From an optimization exercise on the open Yosys and OpenROAD flow, aimed at small area, a short achievable clock period and few clock cycles per item; shortcuts taken in it are not production practice.
Function was checked by simulation only, so behaviour that the tests miss may differ from the original.

==> inputs of trial 16 <==
==> flow/design.v <==
`default_nettype none
package aes_pkg;
  typedef logic [7:0]   byte_t;
  typedef logic [127:0] block_t;   
  typedef logic [31:0]  word_t;
  typedef logic [3:0]   round_t;
  localparam int unsigned NUM_ROUNDS = 10;
  localparam byte_t       GF_POLY    = 8'h1b;
  function automatic logic [7:0] xtime(input logic [7:0] b);
    xtime = b[7] ? ({b[6:0], 1'b0} ^ GF_POLY) : {b[6:0], 1'b0};
  endfunction
  function automatic logic [7:0] rcon_of(input logic [3:0] r);
    rcon_of = {r == 4'd8,
               r == 4'd7,
               r == 4'd6 || r == 4'd10,
               r == 4'd5 || r == 4'd9 || r == 4'd10,
               r == 4'd4 || r == 4'd9,
               r == 4'd3 || r == 4'd10,
               r == 4'd2 || r == 4'd9 || r == 4'd10,
               r == 4'd1 || r == 4'd9};
  endfunction
endpackage
`default_nettype wire
`timescale 1ns/1ps
`default_nettype none
module aes_ctrl_fsm (
  input  logic            clk,
  input  logic            rst,
  input  logic            start_i,
  output logic            load_o,      
  output logic            busy_o,      
  output logic            last_o,      
  output aes_pkg::round_t round_o,
  output logic            done_o
);
  logic            busy_q;
  aes_pkg::round_t round_q;
  assign load_o  = start_i && !busy_q;
  assign busy_o  = busy_q;
  assign round_o = round_q;
  assign last_o  = (round_q == aes_pkg::round_t'(aes_pkg::NUM_ROUNDS));
  always_ff @(posedge clk) begin
    if (rst) begin
      busy_q <= 1'b0;
      done_o <= 1'b0;
    end else begin
      done_o <= busy_q && last_o;
      if (load_o) busy_q <= 1'b1;
      else if (last_o) busy_q <= 1'b0;
    end
  end
  always_ff @(posedge clk) begin
    if (load_o) round_q <= 4'd1;
    else if (busy_q) round_q <= round_q + 4'd1;
  end
endmodule
`default_nettype wire
`timescale 1ns/1ps
`default_nettype none
module aes_key_late_xor (
  input  logic [31:0] a_i,
  input  logic [31:0] b_i,
  input  logic [31:0] t_i,
  output logic [31:0] a_o,
  output logic [31:0] b_o
);
  assign a_o = a_i ^ t_i;
  assign b_o = b_i ^ t_i;
endmodule
module aes_key_expand (
  input  logic            clk,
  input  logic            busy_i,
  input  aes_pkg::round_t round_i,
  input  aes_pkg::block_t key_i,
  output aes_pkg::block_t round_key_o
);
  aes_pkg::block_t key_q;
  aes_pkg::block_t w;       
  aes_pkg::block_t kin;     
  aes_pkg::word_t  sub_word;
  aes_pkg::word_t  t;
  aes_pkg::word_t  q0, q2;
  aes_pkg::byte_t  rc;
  assign w[127:96] = key_q[127:96];
  assign w[95:64]  = key_q[95:64] ^ key_q[127:96];
  assign w[63:32]  = key_q[63:32] ^ key_q[95:64];
  assign w[31:0]   = key_q[31:0] ^ key_q[63:32];
  assign round_key_o = w;
  assign kin = busy_i ? w : key_i;
  assign rc  = busy_i ? aes_pkg::rcon_of(round_i + 4'd1) : 8'h01;
  aes_sbox_rom sb0 (.u(kin[23:16]), .s(sub_word[31:24]));
  aes_sbox_rom sb1 (.u(kin[15:8]),  .s(sub_word[23:16]));
  aes_sbox_rom sb2 (.u(kin[7:0]),   .s(sub_word[15:8]));
  aes_sbox_rom sb3 (.u(kin[31:24]), .s(sub_word[7:0]));
  assign t = sub_word ^ {rc, 24'h000000};
  aes_key_late_xor lx (
    .a_i(kin[127:96]), .b_i(kin[127:96] ^ kin[63:32]), .t_i(t), .a_o(q0), .b_o(q2)
  );
  always_ff @(posedge clk) begin
    key_q <= {q0, kin[95:64], q2, kin[95:64] ^ kin[31:0]};
  end
endmodule
`default_nettype wire
`timescale 1ns/1ps
`default_nettype none
module aes_mix_column (
  input  logic [31:0] a_i,     
  input  logic [31:0] ak_i,
  input  logic        mix_en_i,
  output logic [31:0] out_o
);
  logic [7:0] a [4];
  logic [7:0] p [4];
  logic [7:0] tt;
  always_comb begin
    for (int r = 0; r < 4; r++) a[r] = a_i[8*(3-r) +: 8];
    for (int r = 0; r < 4; r++) p[r] = a[r] ^ a[(r+1)%4];
    tt = p[0] ^ p[2];
    for (int r = 0; r < 4; r++) begin
      out_o[8*(3-r) +: 8] = ((aes_pkg::xtime(p[r]) ^ tt) & {8{mix_en_i}}) ^ ak_i[8*(3-r) +: 8];
    end
  end
endmodule
module aes_state_path (
  input  logic            clk,
  input  logic            start_i,
  input  logic            busy_i,
  input  logic            last_i,
  input  aes_pkg::block_t plaintext_i,
  input  aes_pkg::block_t key_i,
  input  aes_pkg::block_t round_key_i,
  output aes_pkg::block_t state_o
);
  aes_pkg::block_t state_q;
  aes_pkg::block_t sub;
  aes_pkg::block_t shifted;
  aes_pkg::block_t inject;
  aes_pkg::block_t ak;
  aes_pkg::block_t next;
  assign state_o = state_q;
  for (genvar i = 0; i < 16; i++) begin : g_sb
    aes_sbox_rom sb (.u(state_q[8*i +: 8]), .s(sub[8*i +: 8]));
  end
  always_comb begin
    for (int c = 0; c < 4; c++) begin
      for (int r = 0; r < 4; r++) begin
        shifted[8*(15-(4*c+r)) +: 8] = sub[8*(15-(4*((c+r)%4)+r)) +: 8];
      end
    end
  end
  assign inject = busy_i ? round_key_i : start_i ? (plaintext_i ^ key_i) : state_q;
  assign ak     = (shifted & {128{busy_i}}) ^ inject;
  for (genvar c = 0; c < 4; c++) begin : g_mc
    aes_mix_column mc (
      .a_i(shifted[32*(3-c) +: 32]), .ak_i(ak[32*(3-c) +: 32]), .mix_en_i(busy_i && !last_i),
      .out_o(next[32*(3-c) +: 32])
    );
  end
  always_ff @(posedge clk) begin
    state_q <= next;
  end
endmodule
`default_nettype wire
`timescale 1ns/1ps
`default_nettype none
module aes_core (
  input  logic            clk,
  input  logic            rst,
  input  logic            start_i,
  input  aes_pkg::block_t plaintext_i,
  input  aes_pkg::block_t key_i,
  output aes_pkg::block_t ciphertext_o,
  output logic            done_o
);
  logic            load;
  logic            busy;
  logic            last;
  aes_pkg::round_t round;
  aes_pkg::block_t round_key;
  aes_ctrl_fsm fsm0 (
    .clk(clk), .rst(rst), .start_i(start_i), .load_o(load), .busy_o(busy), .last_o(last),
    .round_o(round), .done_o(done_o)
  );
  aes_key_expand key0 (
    .clk(clk), .busy_i(busy), .round_i(round), .key_i(key_i), .round_key_o(round_key)
  );
  aes_state_path state0 (
    .clk(clk), .start_i(start_i), .busy_i(busy), .last_i(last), .plaintext_i(plaintext_i),
    .key_i(key_i), .round_key_i(round_key), .state_o(ciphertext_o)
  );
endmodule
`default_nettype wire
`timescale 1ns/1ps
`default_nettype none
module aes_sbox_rom (
  input  logic [7:0] u,
  output logic [7:0] s
);
  logic T1, T2, T3, T4, T5, T6, T7, T8, T9, T10, T11, T12, T13, T14, T15, T16, T17, T18, T19, T20, T21, T22, T23, T24, T25, T26, T27, M1, M2, M3, M4, M5, M6, M7, M8, M9, M10, M11, M12, M13, M14, M15, M16, M17, M18, M19, M20, M21, M22, M23, M24, M25, M26, M27, M28, M29, M30, M31, M32, M33, M34, M35, M36, M37, M38, M39, M40, M41, M42, M43, M44, M45, M46, M47, M48, M49, M50, M51, M52, M53, M54, M55, M56, M57, M58, M59, M60, M61, M62, M63, L0, L1, L2, L3, L4, L5, L6, L7, L8, L9, L10, L11, L12, L13, L14, L15, L16, L17, L18, L19, L20, L21, L22, L23, L24, L25, L26, L27, L28, L29;
  logic U0, U1, U2, U3, U4, U5, U6, U7;
  assign {U0, U1, U2, U3, U4, U5, U6, U7} = u;
  assign T1 = U0 ^ U3;
  assign T2 = U0 ^ U5;
  assign T3 = U0 ^ U6;
  assign T4 = U3 ^ U5;
  assign T5 = U4 ^ U6;
  assign T6 = T1 ^ T5;
  assign T7 = U1 ^ U2;
  assign T8 = U7 ^ T6;
  assign T9 = U7 ^ T7;
  assign T10 = T6 ^ T7;
  assign T11 = U1 ^ U5;
  assign T12 = U2 ^ U5;
  assign T13 = T3 ^ T4;
  assign T14 = T6 ^ T11;
  assign T15 = T5 ^ T11;
  assign T16 = T5 ^ T12;
  assign T17 = T9 ^ T16;
  assign T18 = U3 ^ U7;
  assign T19 = T7 ^ T18;
  assign T20 = T1 ^ T19;
  assign T21 = U6 ^ U7;
  assign T22 = T7 ^ T21;
  assign T23 = T2 ^ T22;
  assign T24 = T2 ^ T10;
  assign T25 = T20 ^ T17;
  assign T26 = T3 ^ T16;
  assign T27 = T1 ^ T12;
  assign M1 = T13 & T6;
  assign M2 = T23 & T8;
  assign M3 = T14 ^ M1;
  assign M4 = T19 & U7;
  assign M5 = M4 ^ M1;
  assign M6 = T3 & T16;
  assign M7 = T22 & T9;
  assign M8 = T26 ^ M6;
  assign M9 = T20 & T17;
  assign M10 = M9 ^ M6;
  assign M11 = T1 & T15;
  assign M12 = T4 & T27;
  assign M13 = M12 ^ M11;
  assign M14 = T2 & T10;
  assign M15 = M14 ^ M11;
  assign M16 = M3 ^ M2;
  assign M17 = M5 ^ T24;
  assign M18 = M8 ^ M7;
  assign M19 = M10 ^ M15;
  assign M20 = M16 ^ M13;
  assign M21 = M17 ^ M15;
  assign M22 = M18 ^ M13;
  assign M23 = M19 ^ T25;
  assign M24 = M22 ^ M23;
  assign M25 = M22 & M20;
  assign M26 = M21 ^ M25;
  assign M27 = M20 ^ M21;
  assign M28 = M23 ^ M25;
  assign M29 = M28 & M27;
  assign M30 = M26 & M24;
  assign M31 = M20 & M23;
  assign M32 = M27 & M31;
  assign M33 = M27 ^ M25;
  assign M34 = M21 & M22;
  assign M35 = M24 & M34;
  assign M36 = M24 ^ M25;
  assign M37 = M21 ^ M29;
  assign M38 = M32 ^ M33;
  assign M39 = M23 ^ M30;
  assign M40 = M35 ^ M36;
  assign M41 = M38 ^ M40;
  assign M42 = M37 ^ M39;
  assign M43 = M37 ^ M38;
  assign M44 = M39 ^ M40;
  assign M45 = M42 ^ M41;
  assign M46 = M44 & T6;
  assign M47 = M40 & T8;
  assign M48 = M39 & U7;
  assign M49 = M43 & T16;
  assign M50 = M38 & T9;
  assign M51 = M37 & T17;
  assign M52 = M42 & T15;
  assign M53 = M45 & T27;
  assign M54 = M41 & T10;
  assign M55 = M44 & T13;
  assign M56 = M40 & T23;
  assign M57 = M39 & T19;
  assign M58 = M43 & T3;
  assign M59 = M38 & T22;
  assign M60 = M37 & T20;
  assign M61 = M42 & T1;
  assign M62 = M45 & T4;
  assign M63 = M41 & T2;
  assign L0 = M61 ^ M62;
  assign L1 = M50 ^ M56;
  assign L2 = M46 ^ M48;
  assign L3 = M47 ^ M55;
  assign L4 = M54 ^ M58;
  assign L5 = M49 ^ M61;
  assign L6 = M62 ^ L5;
  assign L7 = M46 ^ L3;
  assign L8 = M51 ^ M59;
  assign L9 = M52 ^ M53;
  assign L10 = M53 ^ L4;
  assign L11 = M60 ^ L2;
  assign L12 = M48 ^ M51;
  assign L13 = M50 ^ L0;
  assign L14 = M52 ^ M61;
  assign L15 = M55 ^ L1;
  assign L16 = M56 ^ L0;
  assign L17 = M57 ^ L1;
  assign L18 = M58 ^ L8;
  assign L19 = M63 ^ L4;
  assign L20 = L0 ^ L1;
  assign L21 = L1 ^ L7;
  assign L22 = L3 ^ L12;
  assign L23 = L18 ^ L2;
  assign L24 = L15 ^ L9;
  assign L25 = L6 ^ L10;
  assign L26 = L7 ^ L9;
  assign L27 = L8 ^ L10;
  assign L28 = L11 ^ L14;
  assign L29 = L11 ^ L17;
  assign s[7] = L6 ^ L24;
  assign s[6] = ~(L16 ^ L26);
  assign s[5] = ~(L19 ^ L28);
  assign s[4] = L6 ^ L21;
  assign s[3] = L20 ^ L22;
  assign s[2] = L25 ^ L29;
  assign s[1] = ~(L13 ^ L27);
  assign s[0] = ~(L6 ^ L23);
endmodule
`default_nettype wire
`timescale 1ns/1ps
`default_nettype none
module aes_top (
  input  logic         clk,
  input  logic         rst,
  input  logic         start_i,
  input  logic [127:0] plaintext_i,
  input  logic [127:0] key_i,
  output logic [127:0] ciphertext_o,
  output logic         done_o
);
  aes_core core0 (
    .clk(clk), .rst(rst), .start_i(start_i), .plaintext_i(plaintext_i), .key_i(key_i),
    .ciphertext_o(ciphertext_o), .done_o(done_o)
  );
endmodule
`default_nettype wire
==> flow/flow/run.sh <==
#!/bin/bash
# Own flow: the standard layout (standard.sh) with three changes:
# - synthesis maps the logic with the area-oriented ABC script
#   flow/map_area.abc in place of ORFS's speed script (the rest of the standard flow's
#   synthesis script synth_recipe.tcl is unchanged: registers, flattening and
#   renaming are the standard ones);
# - (flat synthesis, as in the standard flow)
# - every input and output port still gets a buffer, a buf_1.
# - no half-adder extraction (ADDER_MAP_FILE empty): the S-box XOR/AND pairs stay separate gates.
# Each step's full log is under orfs/logs; make's output is in flow_make.log.
set -euo pipefail
W=$PWD
{
  # replace the -script of ORFS's ABC call, and drop its -D delay target
  echo "proc abc {args} {"
  echo "  set i [lsearch -exact \$args -script]"
  echo "  set a [lreplace \$args \$i [expr {\$i + 1}] -script {$W/flow/map_area.abc}]"
  echo "  set j [lsearch -exact \$a -D]"
  echo "  if {\$j >= 0} { set a [lreplace \$a \$j [expr {\$j + 1}]] }"
  echo "  yosys abc {*}\$a"
  echo "}"
  cat "$W/synth_recipe.tcl"
} > "$W/flow_synth.tcl"
bash "$W/standard.sh" SYNTH_SCRIPT="$W/flow_synth.tcl" \
  "BUFFER_PORTS_ARGS=-buffer_cell sky130_fd_sc_hd__buf_1" ADDER_MAP_FILE= finish > "$W/flow_make.log" 2>&1
==> flow/flow/map_area.abc <==
strash
&get -n
&st
&dch
&nf -R 1000
&put
topo
stime -c
buffer -c
upsize -c
dnsize -c
==> flow/standard.sh <==
#!/bin/bash
# synth_recipe.tcl (not shown) runs the flow's synth.tcl, then flattens the netlist and writes it again
# the make line also repeats each setting of config.mk as NAME=value (left out here)
make -C /OpenROAD-flow-scripts/flow DESIGN_CONFIG=/design/flow/config.mk WORK_HOME=/design/flow/orfs CLKGATE_MAP_FILE= SYNTH_SCRIPT=/design/flow/synth_recipe.tcl "${@:-finish}"
==> flow/config.mk <==
export PLATFORM = sky130hd
export DESIGN_NAME = aes_top
export DESIGN_NICKNAME = aes_top
export VERILOG_FILES = /design/flow/design.v
export SDC_FILE = /design/flow/constraint.sdc
export NUM_CORES = 4
export LEC_CHECK = 0
export CAP_MARGIN = 20
export CORE_MARGIN = 2
export CORE_UTILIZATION = 40
export SLEW_MARGIN = 20
==> flow/constraint.sdc <==
create_clock -name core_clock -period 6.0 [get_ports {clk}]
set_input_delay 1.2000 -clock core_clock [delete_from_list [all_inputs] [get_ports {clk}]]
set_output_delay 1.2000 -clock core_clock [all_outputs]
set_load 0.01 [all_outputs]
==> build 48: changes against trial 16 <==
--- a/flow/flow/run.sh
+++ b/flow/flow/run.sh
@@ -7,4 +7,3 @@
 # - (flat synthesis, as in the standard flow)
-# - every input and output port still gets a buffer, a buf_1.
-# - no half-adder extraction (ADDER_MAP_FILE empty): the S-box XOR/AND pairs stay separate gates.
+# - every input and output port still gets a buffer, a buf_2.
 # Each step's full log is under orfs/logs; make's output is in flow_make.log.
@@ -24,2 +23,2 @@
 bash "$W/standard.sh" SYNTH_SCRIPT="$W/flow_synth.tcl" \
-  "BUFFER_PORTS_ARGS=-buffer_cell sky130_fd_sc_hd__buf_1" ADDER_MAP_FILE= finish > "$W/flow_make.log" 2>&1
+  "BUFFER_PORTS_ARGS=-buffer_cell sky130_fd_sc_hd__buf_2" finish > "$W/flow_make.log" 2>&1
- CORE_UTILIZATION: 40 -> 55
==> trial 35: changes against trial 16 <==
--- a/flow/flow/run.sh
+++ b/flow/flow/run.sh
@@ -7,4 +7,3 @@
 # - (flat synthesis, as in the standard flow)
-# - every input and output port still gets a buffer, a buf_1.
-# - no half-adder extraction (ADDER_MAP_FILE empty): the S-box XOR/AND pairs stay separate gates.
+# - every input and output port still gets a buffer, a buf_2.
 # Each step's full log is under orfs/logs; make's output is in flow_make.log.
@@ -24,2 +23,2 @@
 bash "$W/standard.sh" SYNTH_SCRIPT="$W/flow_synth.tcl" \
-  "BUFFER_PORTS_ARGS=-buffer_cell sky130_fd_sc_hd__buf_1" ADDER_MAP_FILE= finish > "$W/flow_make.log" 2>&1
+  "BUFFER_PORTS_ARGS=-buffer_cell sky130_fd_sc_hd__buf_2" finish > "$W/flow_make.log" 2>&1
==> flow/flow/map_area.abc (replaced) <==
strash
dch
map -a
topo
stime -c
buffer -c
upsize -c
dnsize -c
==> trial 74: changes against trial 16 <==
--- a/flow/flow/run.sh
+++ b/flow/flow/run.sh
@@ -6,5 +6,5 @@
 #   renaming are the standard ones);
-# - (flat synthesis, as in the standard flow)
-# - every input and output port still gets a buffer, a buf_1.
-# - no half-adder extraction (ADDER_MAP_FILE empty): the S-box XOR/AND pairs stay separate gates.
+# - each module is mapped on its own (SYNTH_HIERARCHICAL, then flattened by
+#   synth_recipe.tcl), which keeps the RTL's grouping of the XOR trees;
+# - every input and output port still gets a buffer, a buf_2.
 # Each step's full log is under orfs/logs; make's output is in flow_make.log.
@@ -23,3 +23,3 @@
 } > "$W/flow_synth.tcl"
-bash "$W/standard.sh" SYNTH_SCRIPT="$W/flow_synth.tcl" \
-  "BUFFER_PORTS_ARGS=-buffer_cell sky130_fd_sc_hd__buf_1" ADDER_MAP_FILE= finish > "$W/flow_make.log" 2>&1
+bash "$W/standard.sh" SYNTH_SCRIPT="$W/flow_synth.tcl" SYNTH_HIERARCHICAL=1 SYNTH_MINIMUM_KEEP_SIZE=0 \
+  "BUFFER_PORTS_ARGS=-buffer_cell sky130_fd_sc_hd__buf_2" finish > "$W/flow_make.log" 2>&1
==> run summary <==
| metric | trial 16 | trial 35 | trial 74 | build 48 |
|---|---|---|---|---|
| Setup repair after global routing missed its margin | yes | yes | yes | - |
| Via count of the first global-routing pass | 32400 | 37800 | 34300 | 31900 |
| Global-route track usage on met2 | 0.501 | 0.510 | 0.461 | 0.603 |
| Top routing layer in use | met5 | met5 | met4 | met5 |
| Adder-Cell Fraction of Synth Area | 0 | 0.0143 | 0.0125 | 0.0148 |
| Run status | no timing/DRC/antenna violations | no timing/DRC/antenna violations | no timing/DRC/antenna violations | no timing/DRC/antenna violations |
| GRT met3 Usage | 0.0480 | 0.0408 | 0.0353 | 0.0447 |
| End point of the most critical hold path | core0.fsm0.round_q[2] | core0.fsm0.round_q[3] | core0.fsm0.round_q[2] | core0.fsm0.round_q[3] |
| Most instantiated library cell after synthesis | sky130_fd_sc_hd__xnor2_1 | sky130_fd_sc_hd__nand2_1 | sky130_fd_sc_hd__xnor2_1 | sky130_fd_sc_hd__xnor2_1 |
| WP data required | 6.48 ns | 6.49 ns | 6.45 ns | 6.46 ns |
| Area leader, netlist | sky130_fd_sc_hd__xnor2_1 | sky130_fd_sc_hd__xor2_1 | sky130_fd_sc_hd__xnor2_1 | sky130_fd_sc_hd__xnor2_1 |
| Area Growth Syn to Fin | 18.4% | 19.3% | 16.5% | 19.7% |
| Number of multi-input combinational cells in the layout | 4257 | 4950 | 4436 | 4224 |
| Layout buffering overhead excluding clock cells | 0.0973 | 0.0957 | 0.0984 | 0.110 |
| Multiplexer share of the synthesized area | 0.00205 | 0 | 0.0162 | 0.00112 |
| Number of vias after detailed routing | 34000 | 40600 | 35300 | 34300 |
| Final critical delay including setup and external delays | 5.80 ns | 5.67 ns | 5.74 ns | 5.76 ns |
Testbench counts of trial 16, summed over its fixed seeds: cycles 3,528, blocks 320.
Testbench counts of build 48, summed over its fixed seeds: cycles 3,528, blocks 320.
Testbench counts of trial 35, summed over its fixed seeds: cycles 3,528, blocks 320.
Testbench counts of trial 74, summed over its fixed seeds: cycles 3,528, blocks 320.

[re-timing with driven ports]
Ports are ideal in the flow. The routed layouts listed here were re-timed in OpenROAD. Step 1 assumes that a clkbuf_16 drives the clock port and a buf_2 every other input. Step 2, shift: input delay + t, output delay - t, t = (earliest + latest rising clock arrival at the registers) / 2. This alone moves slack from input paths to output paths. Three values: ideal ports, drivers, drivers and shift; two values: the first two.
run	t, ns	slack for setup (ns)	hold WS [ns]	clock arrival spread, ns	pins driven straight from the clock port
trial 16	0.632	0.197 / 0.197 / -0.237	0.641 / 0.641 / 0.641	0.037 / 0.038	1
build 48	0.638	0.243 / 0.243 / 0.002	0.492 / 0.492 / 0.492	0.036 / 0.036	1
trial 35	0.627	0.325 / 0.325 / -0.017	0.531 / 0.531 / 0.531	0.019 / 0.020	1
trial 74	0.622	0.264 / 0.264 / 0.003	0.621 / 0.621 / 0.621	0.030 / 0.030	1
With both steps, setup timing fails in trial 16 and trial 35, where it was met with ideal ports. For trial 16, which loses most, drivers alone change the setup slack by 0.000 ns; drivers and shift together by -0.434 ns.
